Source: an optimization exercise on an open RTL-to-GDS flow (aim: small area, a short achievable clock period and few clock cycles per item). Production flows keep margins and buffers that such runs may drop.
The RTL of this run was laid out without a check of its function.
Power is estimated from default activity; no workload was simulated.

File: design/flow/design.v
`default_nettype none
package alu_pkg;
	typedef enum logic [5:0] {
		ADD   = 6'h20,
		ADDI  = 6'h21,
		SUB   = 6'h22,
		NAND  = 6'h23,
		AND   = 6'h24,
		ANDI  = 6'h25,
		SRL   = 6'h26,
		SLL   = 6'h27,
		XOR   = 6'h28,
		NO_OP = 6'h3F
	} alu_op_e;
	typedef enum logic [1:0] {
		IDLE = 2'd0,
		RUN  = 2'd1,
		DONE = 2'd2
	} lane_state_e;
endpackage
`default_nettype wire
`default_nettype none
module alu_exec (
	input  logic                  clk,
	input  logic                  arst_n,
	input  logic                  in_valid,
	input  logic [5:0]            in_op,
	input  logic [32-1:0] in_a,
	input  logic [32-1:0] in_b,
	output logic                  out_valid,
	output logic [32-1:0] out_result,
	output logic                  flag_n,
	output logic                  flag_z,
	output logic                  flag_v
);
	localparam int W = 32;
	logic [3:0] f;
	logic       legal;
	logic       arith;
	logic       sub;
	logic       shift;
	logic       sll;
	logic       lxor;
	logic       land;
	assign f     = in_op[3:0];
	assign legal = in_valid & (in_op[5:4] == 2'b10) & (~f[3] | (f[2:0] == 3'b000));
	assign arith = ~f[3] & ~f[2] & ~(f[1] & f[0]);    
	assign sub   = f[1] & ~f[2] & ~f[0];              
	assign shift = f[2] & f[1];                       
	assign sll   = f[0];                              
	assign lxor  = f[3];                              
	assign land  = f[2] & ~f[1];                      
	logic [W-1:0] bb;
	logic [W-1:0] p;
	logic [W-1:0] g;
	logic [W-1:0] log_res;
	logic [W-1:0] a_rev;
	logic         gen;
	logic [W-1:0] x_d;
	logic [W-1:0] y_d;
	assign bb = sub ? ~in_b : in_b;
	assign p  = in_a ^ bb;
	assign g  = in_a & bb;
	assign log_res = lxor ? p : land ? g : ~g;
	always_comb begin
		for (int i = 0; i < W; i++)
			a_rev[i] = in_a[W-1-i];
	end
	assign gen = legal & arith;
	always_comb begin
		x_d = arith ? p : shift ? (sll ? a_rev : in_a) : log_res;
		y_d = gen ? g : '0;
		x_d[0] = arith ? (p[0] ^ sub) : x_d[0];
		y_d[0] = gen & (g[0] | (p[0] & sub));
	end
	logic         s2_valid;
	logic         s2_arith;
	logic         s2_shift;
	logic         s2_sll;
	logic         s2_we;
	logic [W-1:0] s2_x;    
	logic [W-1:0] s2_y;    
	logic [4:0]   s2_s;    
	always_ff @(posedge clk or negedge arst_n) begin
		if (!arst_n)
			s2_valid <= 1'b0;
		else
			s2_valid <= legal;
	end
	always_ff @(posedge clk) begin
		s2_arith <= arith;
		s2_shift <= shift;
		s2_sll   <= sll;
		s2_we    <= legal & ~shift;
		s2_x     <= x_d;
		s2_y     <= y_d;
		s2_s     <= in_b[4:0];
	end
	logic [W-1:0] gg [0:5];
	logic [W-1:0] pp [0:5];
	logic [W:0]   c;
	always_comb begin
		gg[0] = s2_y;
		pp[0] = s2_x;
		pp[0][0] = 1'b0;
		for (int l = 0; l < 5; l++) begin
			gg[l+1] = gg[l];
			pp[l+1] = pp[l];
			for (int i = 0; i < W; i++) begin
				if (((i >> l) & 1) == 1) begin
					int j;
					j = ((i >> l) << l) - 1;
					gg[l+1][i] = gg[l][i] | (pp[l][i] & gg[l][j]);
					pp[l+1][i] = pp[l][i] & pp[l][j];
				end
			end
		end
	end
	assign c = {gg[5], 1'b0};
	logic [W-1:0] shf;
	logic [W-1:0] shf_rev;
	logic [W-1:0] m;
	logic [W-1:0] result;
	assign shf = s2_x >> s2_s;
	always_comb begin
		for (int i = 0; i < W; i++)
			shf_rev[i] = shf[W-1-i];
	end
	assign m      = s2_shift ? (s2_sll ? shf_rev : shf) : s2_x;
	assign result = m ^ c[W-1:0];
	logic [W-1:0] t;
	logic         z_sum;
	assign t     = s2_x | s2_y;
	assign z_sum = ~s2_x[0] & (s2_x[1] == s2_y[0]) & &(~(s2_x[W-1:2] ^ t[W-2:1]));
	always_ff @(posedge clk or negedge arst_n) begin
		if (!arst_n) begin
			out_valid <= 1'b0;
			flag_n    <= 1'b0;
			flag_z    <= 1'b0;
			flag_v    <= 1'b0;
		end else begin
			out_valid <= s2_valid;
			flag_n <= (s2_we ? m[W-1] : flag_n) ^ c[W-1];
			if (s2_we)
				flag_z <= s2_arith ? z_sum : (s2_x == '0);
			flag_v <= (s2_we ? 1'b0 : flag_v) ^ c[W] ^ c[W-1];
		end
	end
	always_ff @(posedge clk) begin
		out_result <= result;
	end
endmodule
`default_nettype wire
File: design/flow/constraint.sdc
create_clock -name core_clock -period 5.5 [get_ports {clk}]
set_input_delay 1.1000 -clock core_clock [delete_from_list [all_inputs] [get_ports {clk}]]
set_output_delay 1.1000 -clock core_clock [all_outputs]
set_load 0.01 [all_outputs]
File: design/flow/standard.sh
#!/bin/bash
# synth_recipe.tcl (not shown) runs the flow's synth.tcl, then flattens the netlist and writes it again
# the make line also repeats each setting of config.mk as NAME=value (left out here)
make -C /OpenROAD-flow-scripts/flow DESIGN_CONFIG=/design/flow/config.mk WORK_HOME=/design/flow/orfs CLKGATE_MAP_FILE= SYNTH_SCRIPT=/design/flow/synth_recipe.tcl "${@:-finish}"
File: design/flow/flow/run.sh
#!/bin/bash
# Standard layout, with the port buffers made plain buffers rather than
# the delay cells buffer_ports picks by default.
export BUFFER_PORTS_ARGS="-buffer_cell sky130_fd_sc_hd__buf_2"
bash standard.sh > standard.log 2>&1
File: design/flow/config.mk
export PLATFORM = sky130hd
export DESIGN_NAME = alu_exec
export DESIGN_NICKNAME = alu_exec
export VERILOG_FILES = /design/flow/design.v
export SDC_FILE = /design/flow/constraint.sdc
export NUM_CORES = 4
export LEC_CHECK = 0
export CAP_MARGIN = 20
export CORE_MARGIN = 2
export CORE_UTILIZATION = 40
export SETUP_SLACK_MARGIN = 3.3
export SLEW_MARGIN = 20
==> out/metrics.csv <==
stage,metric,value,unit
sta,rsz0062_at_grt,yes,
pwr,peakVddDrop,0.000116,V
routing,routed_wl,28600,um
layout,drive_gt1_frac,0.396,
synthesis,ys_async_sr_fraction,0.0455,
sta,timing.final.crit_share,0.454,
layout,final_cells,1305,
clock_network,insertion_delay,370,ps
setup_path,cp.required,5770,ps
setup_path,worstPathMaxFanout,8,
layout,n_fill_cell,1859,
pwr,clkPwrFrac,0.240,
synthesis,yosys_warnings,3,
pwr,swShare,0.368,
synthesis,ys_seq_elements,110,
flow_run,max_cap_viol_count,0,
setup_path,critPathLaunchType,register,
sta,setup_viol,0,
synthesis,ys_types,68,
global_routing,grt_max_degree,44,
layout,antenna_cells,0,
setup_path,arrival,2770,ps
worst_hold_path,min_path_cells,0,
die,core,20200,um2
pwr,pwr-share-seq,0.392,
routing,via_count,7679,
placement,pre_cts_slack,1610,ps
pwr,power_density,256,nW/um2
synthesis,syn_area,8210,um2
placement,numPortBuffers,108,
placement,place.gp.congestion,0.895,
worst_hold_path,min_from,s2_valid,
layout,syn2layout_area_growth,30.2,%
synthesis,ys.flop_type,dfxtp_1,
layout,layout.nets,1136,
placement,dp_cells,1207,
synthesis,synth_cells,902,
status,status,"complete, no violations",
die,die_w,147,um
pwr,combPwrFrac,0.368,
die,rows,52,
sta,hold_viol,0,
die,start_util,0.407,
pwr,p_leak,4.53,nW
setup_path,r2r_slack,3000,ps
global_routing,grt.total_usage,0.256,
pwr,switching_power,1.01,mW
setup_path,timing.rr.start,s2_s[0],
setup_path,rr_worst_depth,12,
routing,drc_errors,0,
clock_network,tritoncts,done,
clock_network,cts.sinks,110,
setup_path,reg2reg_to,out_result[1],
clock_network,numCtsBuffers,9,
synthesis,synth.yosys.seq_area_share,0.271,
clock_network,htreeDepth,3,
setup_path,end_kind,register,
sta,min_period,2500,ps
worst_hold_path,hold_class,reg -> reg,
die,ioPinCount,109,
routing,drt_iter0_markers,579,
global_routing,grt_pass1_wl,42800,um
die,dieArea,21700,um2
sta,finalClockSkew,9.48,ps
routing,wire_per_inst,21.9,um
sta,max_freq,400,MHz
synthesis,synth-edff-count,0,
pwr,intPower,1.73,mW
clock_network,holdBufCountCts,0,
setup_path,path_class,reg -> reg,
global_routing,antenna_found_initial,0,
sta,fin_setup_tns,0,ps
sta,maxSlewViolCount,0,
sta,worst_slew_pin_slew,655,ps
global_routing,grt_pass1_vias,7356,
die,die_h,147,um
clock_network,root_buffer,clkbuf_16,
synthesis,syn-num-nets,1008,
global_routing,grt.overflow.total,0,
clock_network,clk_pin_slew_worst_paths,80,ps
routing,dr.pass1.iters,6,
synthesis,syn_avg_cell_area,9.11,um2
routing,viasPerCell,5.88,
sta,worst_slack,3000,ps
sta,slew-limit-headroom,0.563,
worst_hold_path,whs_endpoint,out_valid,
routing,ant_nets,0,
clock_network,clock_path_buffers,2,
placement,dpl.hpwl,19000,um
## power by group through the flow
stage                     sequential (mW)  clock (mW)  combinational, mW
after floorplan                     0.978           0              0.638
after global placement               1.09           0              0.797
after detailed placement             1.09           0              0.801
after CTS                            1.06       0.664              0.943
after global routing                 1.08       0.689               1.08
final                                1.07       0.656               1.01
## cell usage after synthesis, drive strengths merged, types with 6 or more instances
cell type	n	share of area
a22o	32	0.034
o21bai	6	0.0059
xnor2	26	0.028
dfxtp	105	0.26
nand2b	6	0.0046
mux2	8	0.011
xor2	84	0.090
nor2	51	0.023
a31oi	6	0.0053
and2	35	0.027
mux2i	60	0.074
nor4	10	0.0076
a211oi	7	0.0064
a21o	9	0.0082
nand2	53	0.024
a21oi	64	0.042
o22ai	37	0.029
o211ai	13	0.012
inv	21	0.0096
buf	36	0.026
nor3	11	0.0067
o21ai	41	0.027
ha	33	0.050
mux4	34	0.097
clkbuf	48	0.022
nand4	6	0.0046
## layout by cell type, fill, tap and decap left out, drive strengths merged, types with 4 or more instances in the layout
cell / synthesis / final
nand3: 5 / 5
nand4: 6 / 6
buf: 36 / 197
dfrtp: 5 / 5
o21ai: 41 / 41
nor2: 51 / 52
nand2b: 6 / 6
xnor2: 26 / 26
nand2: 53 / 53
inv: 21 / 21
nor3: 11 / 11
dfxtp: 105 / 105
mux4: 34 / 34
mux2: 8 / 8
mux2i: 60 / 60
and3: 5 / 5
xor2: 84 / 84
o22ai: 37 / 37
a21oi: 64 / 64
and2: 35 / 35
a22oi: 4 / 4
a31oi: 6 / 6
clkbuf: 48 / 10
or3: 4 / 4
o21bai: 6 / 6
o211ai: 13 / 13
nor4: 10 / 10
a21o: 9 / 9
o221ai: 4 / 4
a22o: 32 / 32
clkinvlp: 0 / 4
a211oi: 7 / 7
ha: 33 / 33
## registers in the layout, indices dropped and copies added, names as in the netlist
| signal | count |
|---|---|
| out_result | 32 |
| s2_x | 32 |
| s2_y | 32 |
| s2_s | 5 |
| flag_n | 1 |
| flag_v | 1 |
| flag_z | 1 |
| out_valid | 1 |
| s2_arith | 1 |
| s2_shift | 1 |
| s2_sll | 1 |
| s2_valid | 1 |
| s2_we | 1 |
## cell type report
class,instances,area [um2],area share
multi-input combinational,688,6100,0.571
timing repair inverter,1,5.00,0.000468
clock inverter,6,52.6,0.00491
tap,270,338,0.0316
timing repair buffer,199,1600,0.149
inverter,21,86.3,0.00807
clock buffer,10,239,0.0223
sequential,110,2280,0.213
## stage by stage
stage	total power [mW]	instance area (um2)	utilization	hold WS [ps]
3_3_place_gp	1.89	8800	0.436	335
6_report	2.74	10700	0.530	357
5_1_grt	2.85	10700	0.530	370
4_1_cts	2.67	10300	0.509	362
2_1_floorplan	1.62	8280	-	331
3_5_place_dp	1.89	8800	0.436	345
## cells by family (layout without fill, tap and decap cells)
logic type               count (synthesis)  count (layout)  share of synthesized area
flip-flops                             110             110                      0.271
multiplexers                           102             102                      0.182
XOR/XNOR                               110             110                      0.117
buffers and inverters                  105             237                     0.0579
AO/OA/AOI/OAI                          248             248                      0.207
adder cells (fa/ha/maj)                 33              33                     0.0503
AND/OR/NAND/NOR                        194             195                      0.115
## critical path, stage by stage, from the launching register on
cell,delay (ps)
dfxtp_4,370
buf_12,150
buf_16,140
buf_12,140
buf_6,110
mux4_2,370
mux2i_1,80
mux2_4,290
o21ai_2,140
nand2_1,80
o211ai_1,220
o21ai_2,130
xnor2_2,210
## worst max path at each step
stage / start / end
after floorplan: in_op[0] / s2_x[0]
after global placement: in_op[0] / s2_x[21]
after detailed placement: in_op[0] / s2_x[24]
after CTS: s2_s[0] / flag_n
after global routing: s2_s[0] / out_result[19]
final: s2_s[0] / out_result[1]
## timing repair
item	4_1_cts	5_1_grt
gates resized for setup	148	60
setup buffers	62	14
endpoints found under the setup margin	100	71
pin swaps	78	78
gates cloned	5	1
## layer usage
| metal | wire length, um | vias up | global-route usage | part of all wire |
|---|---|---|---|---|
| li1 | - | 3530 | - | - |
| met1 | 11800 | 3683 | 0.341 | 0.41 |
| met2 | 13200 | 394 | 0.405 | 0.46 |
| met3 | 2210 | 72 | 0.0425 | 0.077 |
| met4 | 1320 | 0 | 0.127 | 0.046 |
| met5 | 0 | - | 0 | 0 |

==> re-timing with driven ports <==
No port has a modelled driver above. Below, the same layout with a new extraction and two added sets of constraints.
Step 1 assumes that a clkbuf_16 drives the clock port and a buf_2 every other input.
Step 2 adds t to the input delays and takes it off the output delays; t is the mean of the earliest and latest rising clock arrival at the registers after step 1. Input paths then give back, and output paths get back, about the clock's delay inside the block.
a / b / c = no drivers / after step 1 / after step 2; a / b = the first two.
t (ns): 0.409
setup slack, ns: 3.002 / 3.002 / 2.666
worst hold slack (ns): 0.357 / 0.357 / 0.357
worst setup path at the end: input to register
After both steps setup and hold are still met in this run. The setup slack of this run moves by 0.000 ns with the drivers and by -0.336 ns with both steps.
